Source: an optimization exercise on an open RTL-to-GDS flow (aim: small area, a short achievable clock period and few clock cycles per item). Production flows keep margins and buffers that such runs may drop. At most, simulation tests tie the RTL to the original design; equivalence was not proved.

## JK
==> module dmod_ring, before the edit <==
module dmod_ring #(
  parameter int WINDOW = 7,
  localparam int CNT_W = $clog2(WINDOW + 1)
) (
  input  logic                                   clk,
  input  logic                                   rst_n,
  input  logic                                   load,
  input  logic [dmod_pkg::RAW_W-1:0]             raw,
  input  logic [dmod_pkg::VAL_W-1:0]             accept_min,
  input  logic [dmod_pkg::VAL_W-1:0]             accept_max,
  input  logic                                   apply,
  output logic [WINDOW-1:0][dmod_pkg::VAL_W-1:0] ring_n,
  output logic [WINDOW-1:0][CNT_W-1:0]           rel,
  output logic [WINDOW-1:0]                      occ
);
  logic [WINDOW-1:0][VAL_W-1:0] val_n_r;
  logic [WINDOW-1:0][CNT_W-1:0] rel_r, rel_nxt;
  logic [WINDOW-1:0]            occ_r;
  logic [CNT_W-1:0]             neg_mid;
  logic [1:0]                   below_lo, below_hi;
  logic                         full, mid_up, drop, up, down, ua, ub, push;
  logic [VAL_W-1:0]  x_n_r;
  logic              sane_r;       
  logic [WINDOW-2:0] cmp_win_r;    
  logic              cmp_prev_r;   
  logic              shift_r;      
  logic [WINDOW-2:0] cmp_win, lt_x;
  logic              cmp_prev, below_min, not_above;
  for (genvar g = 0; g < WINDOW - 1; g++) begin : g_cmp
    dmod_lt u_lt (.na(val_n_r[g]), .b(raw[VAL_W-1:0]), .lt(cmp_win[g]));
  end
  dmod_lt u_prev (.na(x_n_r), .b(raw[VAL_W-1:0]), .lt(cmp_prev));
  always_ff @(posedge clk) begin
    if (load) begin
      x_n_r      <= ~raw[VAL_W-1:0];
      sane_r     <= (raw != FAULT_ZERO) && (raw != FAULT_LOW) &&
                    (raw != FAULT_HIGH) && (raw != FAULT_RANGE) &&
                    (raw[RAW_W-1:VAL_W] == '0);
      cmp_win_r  <= cmp_win;
      cmp_prev_r <= cmp_prev;
      shift_r    <= push;
    end
  end
  dmod_lt u_below (.na(x_n_r), .b(accept_min), .lt(below_min));
  dmod_lt #(.OR_EQUAL(1)) u_not_above (.na(x_n_r), .b(accept_max), .lt(not_above));
  assign push = apply && sane_r && !below_min && not_above;
  always_comb begin
    for (int i = 0; i < WINDOW - 1; i++) begin
      if (shift_r) begin
        lt_x[i] = (i == 0) ? cmp_prev_r : cmp_win_r[i-1];
      end else begin
        lt_x[i] = cmp_win_r[i];
      end
      lt_x[i] = lt_x[i] && occ_r[i];
    end
  end
  always_comb begin
    full = occ_r[WINDOW-1];
    if (occ_r[4])      neg_mid = 3'd5;
    else if (occ_r[2]) neg_mid = 3'd6;
    else if (occ_r[0]) neg_mid = 3'd7;
    else               neg_mid = 3'd0;
    mid_up = (occ_r[0] && !occ_r[1]) || (occ_r[2] && !occ_r[3]) ||
             (occ_r[4] && !occ_r[5]);
    below_lo = 2'(lt_x[0]) + 2'(lt_x[1]) + 2'(lt_x[2]);
    below_hi = 2'(lt_x[3]) + 2'(lt_x[4]) + 2'(lt_x[5]);
    rel_nxt[0] = CNT_W'(below_lo) + CNT_W'(below_hi) + neg_mid;
    for (int i = 0; i < WINDOW - 1; i++) begin
      drop = 1'b0;
      for (int k = 0; k < CNT_W; k++) begin
        ua = rel_r[WINDOW-1][k] ^ (k == CNT_W - 1);
        ub = rel_r[i][k] ^ (k == CNT_W - 1);
        drop = (~ua & ub) | ((~ua | ub) & drop);
      end
      drop = drop && full;
      up   = !lt_x[i] && !drop && !mid_up;
      down = lt_x[i] && (drop || mid_up);
      rel_nxt[i+1][0] = rel_r[i][0] ^ (up || down);
      rel_nxt[i+1][1] = rel_r[i][1] ^ ((up && rel_r[i][0]) || (down && !rel_r[i][0]));
      rel_nxt[i+1][2] = rel_r[i][2] ^ ((up && rel_r[i][1] && rel_r[i][0]) ||
                                       (down && !rel_r[i][1] && !rel_r[i][0]));
    end
  end
  always_ff @(posedge clk) begin
    if (!rst_n) begin
      occ_r <= '0;
    end else if (push) begin
      occ_r <= {occ_r[WINDOW-2:0], 1'b1};
    end
  end
  always_ff @(posedge clk) begin
    if (push) begin
      val_n_r <= {val_n_r[WINDOW-2:0], x_n_r};
      rel_r <= rel_nxt;
    end
  end
  assign ring_n = val_n_r;
  assign rel  = rel_r;
  assign occ  = occ_r;
endmodule
Settings: LEC_CHECK=0, CAP_MARGIN=20, CORE_MARGIN=2, CORE_UTILIZATION=55, CTS_BUF_LIST=sky130_fd_sc_hd__clkbuf_8, CTS_CLUSTER_DIAMETER=60, CTS_CLUSTER_SIZE=14, SETUP_SLACK_MARGIN=5, SLEW_MARGIN=20, SYNTH_HIERARCHICAL=1; clock period 8.0 ns.
standard.sh (not shown) runs the stock make flow with config.mk's settings and CLKGATE_MAP_FILE= SYNTH_SCRIPT=/design/flow/synth_recipe.tcl, a recipe that flattens the netlist after the stock synthesis.
==> flow/flow/run.sh <==
#!/bin/bash
# The standard layout with the port buffers made from buf_2 cells instead of
# the default delay buffers. make's output goes to standard.log; each step's
# tool log is under orfs/logs/.
set -euo pipefail
bash standard.sh "BUFFER_PORTS_ARGS=-buffer_cell sky130_fd_sc_hd__buf_2" finish > standard.log 2>&1
Testbench counts of JK, summed over its fixed seeds: cycles 16,024, items 16,000.
## Diff of input files: TR against JK
diff --git a/flow/design.v b/flow/design.v
--- a/flow/design.v
+++ b/flow/design.v
@@ -57,8 +57,7 @@
   logic [VAL_W-1:0]  x_n_r;
   logic              sane_r;       
-  logic [WINDOW-2:0] cmp_win_r;    
-  logic              cmp_prev_r;   
-  logic              shift_r;      
-  logic [WINDOW-2:0] cmp_win, lt_x;
+  logic [WINDOW-2:0] lt_r;         
+  logic [WINDOW-2:0] cmp_win, lt_nxt, lt_x;
+  logic [WINDOW-1:0] occ_at_apply;
   logic              cmp_prev, below_min, not_above;
   for (genvar g = 0; g < WINDOW - 1; g++) begin : g_cmp
@@ -72,7 +71,5 @@
                     (raw != FAULT_HIGH) && (raw != FAULT_RANGE) &&
                     (raw[RAW_W-1:VAL_W] == '0);
-      cmp_win_r  <= cmp_win;
-      cmp_prev_r <= cmp_prev;
-      shift_r    <= push;
+      lt_r       <= lt_nxt;
     end
   end
@@ -81,12 +78,14 @@
   assign push = apply && sane_r && !below_min && not_above;
   always_comb begin
+    occ_at_apply = push ? {occ_r[WINDOW-2:0], 1'b1} : occ_r;
     for (int i = 0; i < WINDOW - 1; i++) begin
-      if (shift_r) begin
-        lt_x[i] = (i == 0) ? cmp_prev_r : cmp_win_r[i-1];
+      if (push) begin
+        lt_nxt[i] = (i == 0) ? cmp_prev : cmp_win[i-1];
       end else begin
-        lt_x[i] = cmp_win_r[i];
+        lt_nxt[i] = cmp_win[i];
       end
-      lt_x[i] = lt_x[i] && occ_r[i];
+      lt_nxt[i] = lt_nxt[i] && occ_at_apply[i];
     end
+    lt_x = lt_r;
   end
   always_comb begin
Notes after the runs:
- Share of the cycle needed by the critical path after routing delta for TR relative to JK: 0.34 points lower
- Side by side, setup skew after layout turned out lower in TR than in JK.
- Delta (TR minus JK): arrival time of the worst setup path decreased 0.05 ns; number of fillers in the final layout rose 16; first-pass GRT wire length closely matched the old numbers; aggregate routed wire length comparable.
- The post-CTS repair timing setup buffer count in TR was lower than what JK gave.
Function not checked in TR: the RTL went through the layout flow alone.

## afterwards: timing with drivers on the ports
Ports are ideal in the flow. The routed layouts listed here were re-timed in OpenROAD. Step 1: set_driving_cell puts a clkbuf_16 on clk and a buf_2 on each other input, an assumption about the parent block. Step 2 moves the port delays by t, midway between the first and last clock arrival at a register: inputs arrive t later, outputs are due t later. That takes back most of the time a late clock gives input paths. a / b / c = ideal ports / drivers / drivers and shift; a / b = the first two.
| run | shift t [ns] | slack for setup (ns) | pins driven straight from the clock port |
|---|---|---|---|
| JK | 0.663 | 5.012 / 4.998 / 4.800 | 1 |
| TR | 0.641 | 5.039 / 5.039 / 4.663 | 1 |
After both steps setup and hold are still met in every run listed. For TR, which loses most, drivers alone change the setup slack by 0.000 ns; drivers and shift together by -0.376 ns.
